From an optimization exercise on the open Yosys and OpenROAD flow, aimed at small area, a short achievable clock period and few clock cycles per item; shortcuts taken in it are not production practice. Function was checked by simulation only, so behaviour that the tests miss may differ from the original. No activity file was given, so power comes from the tool's default toggle rates.

### flow/run.sh
#!/bin/bash
# synth_recipe.tcl (not shown) runs the flow's synth.tcl, then flattens the netlist and writes it again
# the make line also repeats each setting of config.mk as NAME=value (left out here)
make -C /OpenROAD-flow-scripts/flow DESIGN_CONFIG=/design/flow/config.mk WORK_HOME=/design/flow/orfs CLKGATE_MAP_FILE= SYNTH_SCRIPT=/design/flow/synth_recipe.tcl finish
### flow/config.mk
export PLATFORM = sky130hd
export DESIGN_NAME = tpu_top
export DESIGN_NICKNAME = tpu_top
export VERILOG_FILES = /design/flow/design.v
export SDC_FILE = /design/flow/constraint.sdc
export NUM_CORES = 4
export LEC_CHECK = 0
export CAP_MARGIN = 20
export CORE_MARGIN = 2
export CORE_UTILIZATION = 40
export SLEW_MARGIN = 20
### flow/constraint.sdc
create_clock -name core_clock -period 10.0 [get_ports {clk}]
set_input_delay 2.0000 -clock core_clock [delete_from_list [all_inputs] [get_ports {clk}]]
set_output_delay 2.0000 -clock core_clock [all_outputs]
set_load 0.01 [all_outputs]
### flow/design.v
package tpu_pkg;
    localparam int N          = 4;
    localparam int DATA_W     = 8;
    localparam int ACC_W      = 18;   
    localparam int RUN_CYCLES = 3 * N;
    localparam int STEP_W     = $clog2(RUN_CYCLES);
    localparam int ADDR_W = 8;
    localparam logic [ADDR_W-1:0] CTRL_ADDR   = 8'h00;
    localparam logic [ADDR_W-1:0] STATUS_ADDR = 8'h04;
    localparam logic [ADDR_W-1:0] FEAT_BASE   = 8'h40;   
    localparam logic [ADDR_W-1:0] WGT_BASE    = 8'h80;
    localparam logic [ADDR_W-1:0] RES_BASE    = 8'hC0;
endpackage
`timescale 1ns/1ps
module tpu_mac_array
(
    input  logic                                         clk,
    input  logic                                         rst,
    input  logic                                         clear,
    input  logic [tpu_pkg::N*tpu_pkg::DATA_W-1:0]        west,
    input  logic [tpu_pkg::N*tpu_pkg::DATA_W-1:0]        north,
    output logic [tpu_pkg::N*tpu_pkg::N*tpu_pkg::ACC_W-1:0] acc
);
    localparam int N  = tpu_pkg::N;
    localparam int DW = tpu_pkg::DATA_W;
    localparam int AW = tpu_pkg::ACC_W;
    logic [N*N*DW-1:0] west_in;    
    logic [N*N*DW-1:0] north_in;
    logic [N*N*DW-1:0] west_q;     
    logic [N*N*DW-1:0] north_q;    
    logic [N*N*AW-1:0] acc_q;
    for (genvar i = 0; i < N; i++) begin : g_row
        for (genvar j = 0; j < N; j++) begin : g_col
            if (j == 0) begin : g_west_edge
                assign west_in[(i*N + j)*DW +: DW] = west[i*DW +: DW];
            end else begin : g_west_fwd
                assign west_in[(i*N + j)*DW +: DW] = west_q[(i*N + j - 1)*DW +: DW];
            end
            if (i == 0) begin : g_north_edge
                assign north_in[(i*N + j)*DW +: DW] = north[j*DW +: DW];
            end else begin : g_north_fwd
                assign north_in[(i*N + j)*DW +: DW] = north_q[((i-1)*N + j)*DW +: DW];
            end
        end
    end
    always_ff @(posedge clk) begin
        if (rst || clear) begin
            acc_q   <= '0;
            west_q  <= '0;
            north_q <= '0;
        end else begin
            for (int e = 0; e < N*N; e++) begin
                acc_q[e*AW +: AW] <= $signed(acc_q[e*AW +: AW])
                                   + $signed(west_in[e*DW +: DW]) * $signed(north_in[e*DW +: DW]);
            end
            west_q  <= west_in;
            north_q <= north_in;
        end
    end
    assign acc = acc_q;
endmodule
`timescale 1ns/1ps
module tpu_sequencer
(
    input  logic                                            clk,
    input  logic                                            rst,
    input  logic                                            start,
    input  logic [tpu_pkg::N*tpu_pkg::N*tpu_pkg::DATA_W-1:0] feat,
    input  logic [tpu_pkg::N*tpu_pkg::N*tpu_pkg::DATA_W-1:0] wgt,
    input  logic [tpu_pkg::N*tpu_pkg::N*tpu_pkg::ACC_W-1:0]  acc,
    output logic                                            clear,
    output logic [tpu_pkg::N*tpu_pkg::DATA_W-1:0]           west,
    output logic [tpu_pkg::N*tpu_pkg::DATA_W-1:0]           north,
    output logic [tpu_pkg::N*tpu_pkg::N*tpu_pkg::DATA_W-1:0] result,
    output logic                                            done
);
    localparam int N  = tpu_pkg::N;
    localparam int DW = tpu_pkg::DATA_W;
    localparam int AW = tpu_pkg::ACC_W;
    localparam int SW = tpu_pkg::STEP_W;
    localparam logic [SW-1:0] LAST_STEP = SW'(tpu_pkg::RUN_CYCLES - 1);
    logic          running;
    logic [SW-1:0] step;
    logic          last;
    assign last = running && (step == LAST_STEP);
    always_ff @(posedge clk) begin
        if (rst) begin
            running <= 1'b0;
            step    <= '0;
        end else if (start) begin
            running <= 1'b1;
            step    <= '0;
        end else if (last) begin
            running <= 1'b0;
        end else if (running) begin
            step <= step + 1'b1;
        end
    end
    assign clear = start;
    always_comb begin
        west  = '0;
        north = '0;
        for (int i = 0; i < N; i++) begin
            for (int k = 0; k < N; k++) begin
                if (running && (step == SW'(i + k))) begin
                    west[i*DW +: DW]  = feat[(i*N + k)*DW +: DW];   
                    north[i*DW +: DW] = wgt[(k*N + i)*DW +: DW];    
                end
            end
        end
    end
    for (genvar e = 0; e < N*N; e++) begin : g_act
        logic [AW-1:0] x;
        assign x = acc[e*AW +: AW];
        assign result[e*DW +: DW] = x[AW-1]          ? DW'(0)   :
                                    (|x[AW-2:DW-1])  ? DW'(127) :
                                                       x[DW-1:0];
    end
    assign done = last;
endmodule
`timescale 1ns/1ps
module tpu_regs
(
    input  logic                                            clk,
    input  logic                                            rst,
    input  logic                                            psel,
    input  logic                                            penable,
    input  logic                                            pwrite,
    input  logic [tpu_pkg::ADDR_W-1:0]                      paddr,
    input  logic [31:0]                                     pwdata,
    output logic [31:0]                                     prdata,
    output logic                                            pready,
    output logic                                            pslverr,
    output logic                                            start,
    output logic [tpu_pkg::N*tpu_pkg::N*tpu_pkg::DATA_W-1:0] feat,
    output logic [tpu_pkg::N*tpu_pkg::N*tpu_pkg::DATA_W-1:0] wgt,
    input  logic [tpu_pkg::N*tpu_pkg::N*tpu_pkg::DATA_W-1:0] result,
    input  logic                                            done
);
    localparam int N  = tpu_pkg::N;
    localparam int DW = tpu_pkg::DATA_W;
    localparam int AW = tpu_pkg::ADDR_W;
    localparam int IW = $clog2(N*N);
    logic                access;
    logic [IW-1:0]       idx;
    logic [1:0]          region;
    logic                aligned;
    logic                is_ctrl;
    logic                is_status;
    logic                is_feat;
    logic                is_wgt;
    logic                is_res;
    logic                err;
    logic                wr_ok;
    logic                go;
    logic                busy;
    logic                done_flag;
    logic [N*N*DW-1:0]   res_q;
    logic [31:0]         rdata;
    logic [DW-1:0]       feat_rd;
    logic [DW-1:0]       wgt_rd;
    logic [DW-1:0]       res_rd;
    assign access  = psel && penable;
    assign idx     = paddr[2 +: IW];   
    assign region  = paddr[AW-1 -: 2];
    assign aligned = (paddr[1:0] == 2'b00);
    assign is_ctrl   = (paddr == tpu_pkg::CTRL_ADDR);
    assign is_status = (paddr == tpu_pkg::STATUS_ADDR);
    assign is_feat   = aligned && (region == tpu_pkg::FEAT_BASE[AW-1 -: 2]);
    assign is_wgt    = aligned && (region == tpu_pkg::WGT_BASE[AW-1 -: 2]);
    assign is_res    = aligned && (region == tpu_pkg::RES_BASE[AW-1 -: 2]);
    always_comb begin
        err = 1'b0;
        if (access) begin
            if (!(is_ctrl || is_status || is_feat || is_wgt || is_res)) begin
                err = 1'b1;   
            end else if (pwrite) begin
                if (is_status || is_res) begin
                    err = 1'b1;   
                end else if ((is_feat || is_wgt) && busy) begin
                    err = 1'b1;   
                end else if (is_ctrl && pwdata[0] && busy) begin
                    err = 1'b1;
                end
            end
        end
    end
    assign wr_ok = access && pwrite && !err;
    assign go    = wr_ok && is_ctrl && pwdata[0];
    always_ff @(posedge clk) begin
        if (rst) begin
            start     <= 1'b0;
            busy      <= 1'b0;
            done_flag <= 1'b0;
            feat      <= '0;
            wgt       <= '0;
            res_q     <= '0;
        end else begin
            start <= go;
            if (wr_ok && is_feat) begin
                feat[idx*DW +: DW] <= pwdata[DW-1:0];
            end
            if (wr_ok && is_wgt) begin
                wgt[idx*DW +: DW] <= pwdata[DW-1:0];
            end
            if (go) begin
                busy      <= 1'b1;
                done_flag <= 1'b0;
            end else if (done) begin
                busy      <= 1'b0;
                done_flag <= 1'b1;
                res_q     <= result;   
            end
        end
    end
    assign feat_rd = feat[idx*DW +: DW];
    assign wgt_rd  = wgt[idx*DW +: DW];
    assign res_rd  = res_q[idx*DW +: DW];
    always_comb begin
        rdata = '0;
        if (is_status) begin
            rdata = {30'd0, done_flag, busy};
        end else if (is_feat) begin
            rdata = {{(32 - DW){feat_rd[DW-1]}}, feat_rd};
        end else if (is_wgt) begin
            rdata = {{(32 - DW){wgt_rd[DW-1]}}, wgt_rd};
        end else if (is_res) begin
            rdata = {{(32 - DW){res_rd[DW-1]}}, res_rd};
        end
    end
    assign prdata  = err ? '0 : rdata;
    assign pready  = 1'b1;   
    assign pslverr = err;
endmodule
`timescale 1ns/1ps
module tpu_top
(
    input  logic        clk,
    input  logic        rst,
    input  logic        psel,
    input  logic        penable,
    input  logic        pwrite,
    input  logic [7:0]  paddr,
    input  logic [31:0] pwdata,
    output logic [31:0] prdata,
    output logic        pready,
    output logic        pslverr
);
    localparam int N  = tpu_pkg::N;
    localparam int DW = tpu_pkg::DATA_W;
    localparam int AW = tpu_pkg::ACC_W;
    logic              start;
    logic              done;
    logic              clear;
    logic [N*N*DW-1:0] feat;
    logic [N*N*DW-1:0] wgt;
    logic [N*N*DW-1:0] result;
    logic [N*DW-1:0]   west;
    logic [N*DW-1:0]   north;
    logic [N*N*AW-1:0] acc;
    tpu_regs i_regs (
        .clk     (clk),
        .rst     (rst),
        .psel    (psel),
        .penable (penable),
        .pwrite  (pwrite),
        .paddr   (paddr),
        .pwdata  (pwdata),
        .prdata  (prdata),
        .pready  (pready),
        .pslverr (pslverr),
        .start   (start),
        .feat    (feat),
        .wgt     (wgt),
        .result  (result),
        .done    (done)
    );
    tpu_sequencer i_seq (
        .clk    (clk),
        .rst    (rst),
        .start  (start),
        .feat   (feat),
        .wgt    (wgt),
        .acc    (acc),
        .clear  (clear),
        .west   (west),
        .north  (north),
        .result (result),
        .done   (done)
    );
    tpu_mac_array i_array (
        .clk   (clk),
        .rst   (rst),
        .clear (clear),
        .west  (west),
        .north (north),
        .acc   (acc)
    );
endmodule
==> impl_metrics.csv <==
group,metric,value,unit
power,p_leak,40.5,nW
timing,hold_viol_final,0,
timing,finalClockSkew,84.5,ps
yosys,synthDistinctLibCells,98,
worst_setup_path,startpoint_type,"flip-flop",
timing,finalSetupViolCount,0,
power,pwr_density_cell,86.5,mW/mm²
yosys,ys_seq_area_share,21.3,%
routing,drc,0,
timing,max_freq,115,MHz
floorplan,start_util,40.3,%
yosys,yosys_warnings,3,
run_status,outcome,"finished clean",
timing,finalMaxSlewViolations,0,
clock_tree,cts_tree,"yes",
worst_setup_path,r2r_slack,1300,ps
clock_tree,cts.sinks,872,
routing,dr_total_vias,62769,
yosys,avgSynthCellArea,8.91,µm²
yosys,ys_async_sr_fraction,0,%
worst_setup_path,critPathMostFrequentCell,"ha_1",
run,drv_cap,0,
layout,drive_gt1_share,4.87,%
grt,grt_pass1_vias,64557,
timing,worst_pin_slew,1150,ps
min_path,hold_class,"reg -> reg",
clock_tree,ctsResizeCount,0,
yosys,synth_nets,10864,
floorplan,num_rows,165,
yosys,yosysTopAreaCell,"fa_1",
worst_setup_path,critical_path.max_fanout,12,
timing,fin_crit_sh,87.0,%
routing,wire_per_inst,18.4,µm
place,dp_cells,11715,
clock_tree,cts_setup_buffers,0,
timing,fin_crit,8700,ps
worst_setup_path,cp_data_required_time,10590,ps
floorplan,core-area,0.203,mm²
yosys,netlist_area,0.0818,mm²
routing,routed_wl,219,mm
place,port_buffers,53,
grt,grt_overflow,0,
worst_setup_path,worstSetupEndpointType,"flip-flop",
layout,synthToLayoutAreaGrowth,8.41,%
place,hpwl,167,mm
layout,design_area,0.0886,mm²
timing,rsz0062_at_grt,"false",
clock_tree,clk_path_buf_depth,3,
routing,drt_first_pass_iters,8,
worst_setup_path,critPathArrivalTime,9290,ps
yosys,synth_cells,9176,
clock_tree,holdBufCountCts,0,
yosys,synth_top_area_share,21.9,%
floorplan,die_area,0.208,mm²
clock_tree,root_buffer,"clkbuf_16",
worst_setup_path,worstSetupPathType,"reg -> reg",
floorplan,die_w,456,µm
yosys,ys_seq_elements,872,
layout,fin_nets,10833,
place,gp_routability_congestion,0.903,
clock_tree,numCtsBuffers,99,
routing,drt-vias-per-instance,5.27,
clock_tree,insertion_delay,780,ps
place,postPlaceCellArea,0.0851,mm²
routing,drt_iter0_markers,4124,
timing,tns,0,ps
grt,antenna_found_initial,15,
yosys,synth-main-ff-cell,"dfxtp_1",
worst_setup_path,cpPeakStageDelay,720,ps
clock_tree,clkTransAtPathRegs,60,ps
floorplan,die_y,456,µm
floorplan,num_io_pins,79,
grt,grt_max_degree,169,
yosys,ys_top_cells_by_area,"fa_1 (22%), dfxtp_1 (21%), ha_1 (11%)",
grt,grt_pass1_wl,354,mm
power,max-vdd-ir-drop,0.000152,V
worst_setup_path,cpMaxStageDelayCell,"o21ai_1",
clock_tree,cts_max_level,3,
routing,ant_nets,0,
layout,finalNonFillerCells,11906,
timing,slew-limit-headroom,23.0,%
grt,grt_usage,21.2,%
yosys,synth_edf_count,0,
## flip-flops by register name (all words and copies together), names as in the netlist
register and cells:
i_array.west_q 96, i_seq.running 1, i_array.acc_q 288, i_array.north_q 96, i_regs.start 1, i_regs.busy 1
i_regs.wgt 128, i_seq.step 4, i_regs.feat 128, i_regs.done_flag 1, i_regs.res_q 128
## stage by stage
stage	hold WS, ps	setup slack, ps	total power, mW	util [%]
final	454	1300	7.67	43.7
after global routing	470	888	7.89	43.7
after CTS	459	1420	7.74	43.7
after detailed placement	440	1510	3.81	42.0
after global placement	437	1530	3.81	42.0
after floorplan	424	2250	3.71	-
## kinds of logic after synthesis
| logic type | after synthesis | synth area share (%) |
|---|---|---|
| flops | 872 | 21.3 |
| mux | 152 | 3.65 |
| compound gates | 1574 | 11.8 |
| buf+inv | 1527 | 7.27 |
| simple gates | 2951 | 17.6 |
| fa+ha+maj | 1643 | 33.4 |
| other cells | 1 | 0.00459 |
| xor+xnor | 456 | 4.93 |
## critical path, delay by kind of cell (launching register included)
kind / cells / cell delay, ps
fa+ha+maj: 7 / 2540
compound gates: 9 / 2450
simple gates: 9 / 2070
buf+inv: 4 / 680
flops: 1 / 450
xor+xnor: 2 / 340
## Yosys cell counts, types with 17 or more instances
cell type  count
inv_1       1260
fa_1         896
dfxtp_1      872
and2_1       814
nor2_1       780
nand2_1      763
ha_1         747
a21oi_1      528
o21ai_0      401
xnor2_1      325
nor3_1       196
clkbuf_1     169
a21o_1       145
xor2_1       128
mux4_2       116
nand2b_1     103
o21a_1        82
nand3_1       70
a211oi_1      69
a22oi_1       57
o21bai_1      53
nor4_1        47
nor2b_1       45
buf_2         44
buf_4         32
or2_2         30
mux2i_1       29
o21ai_1       24
and3_1        21
a31oi_1       18
o211ai_1      18
a221oi_1      17
a222oi_1      17
or4_1         17
## where the power goes
group	leakage, nW	switching, mW	total (mW)	internal, mW
Combinational	31.7	0.190	0.254	0.0632
Sequential	7.02	0.00561	3.48	3.48
Clock	1.70	1.68	3.93	2.25
## layout make-up
| type | instances | area, µm² |
|---|---|---|
| antenna | 7 | 17.5 |
| clock buffer | 132 | 2790 |
| clock inverter | 51 | 713 |
| fill | 19839 | 114000 |
| inverter | 1260 | 4730 |
| multi-input combinational | 6777 | 58400 |
| sequential | 872 | 17500 |
| tap | 2672 | 3340 |
| timing repair buffer | 135 | 1190 |
## worst paths after layout
kind | endpoint | cells past startpoint | start
hold / removal | i_regs.res_q[63] | 1 | i_regs.res_q[63]
setup / recovery | i_array.acc_q[89] | 31 | i_seq.running
setup reg to reg | i_array.acc_q[89] | 31 | i_seq.running
hold reg to reg | i_regs.res_q[63] | 1 | i_regs.res_q[63]
## layer usage
metal	part of all wire, %	wire length (µm)	global-route usage, %	up-vias
met4	4.2	9280	7.85	12
met2	46	102000	35.3	1563
met3	5.9	12900	3.26	413
met1	43	95100	27.7	30823
li1	-	-	-	29958
met5	0.037	80	0	-
## cell usage in the layout, fill, tap and decap left out, types with 19 or more instances in the layout
cell	n
a22oi_1	57
ha_1	747
nand3_1	70
inv_1	1259
nand2b_1	103
nor2_1	779
and3_1	21
o21a_1	82
o21ai_0	401
clkdlybuf4s50_1	50
mux2i_1	29
mux4_2	116
xor2_1	128
and2_1	811
nor2b_1	45
dfxtp_1	872
a211oi_1	69
a21oi_1	527
nand2_1	762
nor3_1	196
nor4_1	47
clkbuf_16	99
xnor2_1	325
o21bai_1	53
or2_2	29
clkbuf_8	19
fa_1	896
o21ai_1	24
buf_4	79
a21o_1	145
Testbench counts, summed over its fixed seeds: cycles 17,088, jobs 192.

## port drivers added, routing unchanged
The results above use ideal ports. As a check the final layout listed here was re-extracted and re-timed, cells and wires unchanged. Step 1 (the two cells are an assumption about what drives the block):
set clk [get_ports {clk}]
set_driving_cell -lib_cell sky130_fd_sc_hd__clkbuf_16 $clk
set_driving_cell -lib_cell sky130_fd_sc_hd__buf_2 [delete_from_list [all_inputs] $clk]
Step 2 moves the port delays by t, midway between the first and last clock arrival at a register: inputs arrive t later, outputs are due t later. That takes back most of the time a late clock gives input paths. Three values: ideal, step 1, step 2; two values: the first two.
t (ns): 0.824
setup WS [ns]: 1.296 / 1.296 / 1.296
hold slack, ns: 0.454 / 0.454 / 0.454
cell pins on the clock port's net: 1
After both steps setup and hold are still met in this run. The setup slack of this run moves by 0.000 ns with the drivers and by 0.000 ns with both steps.
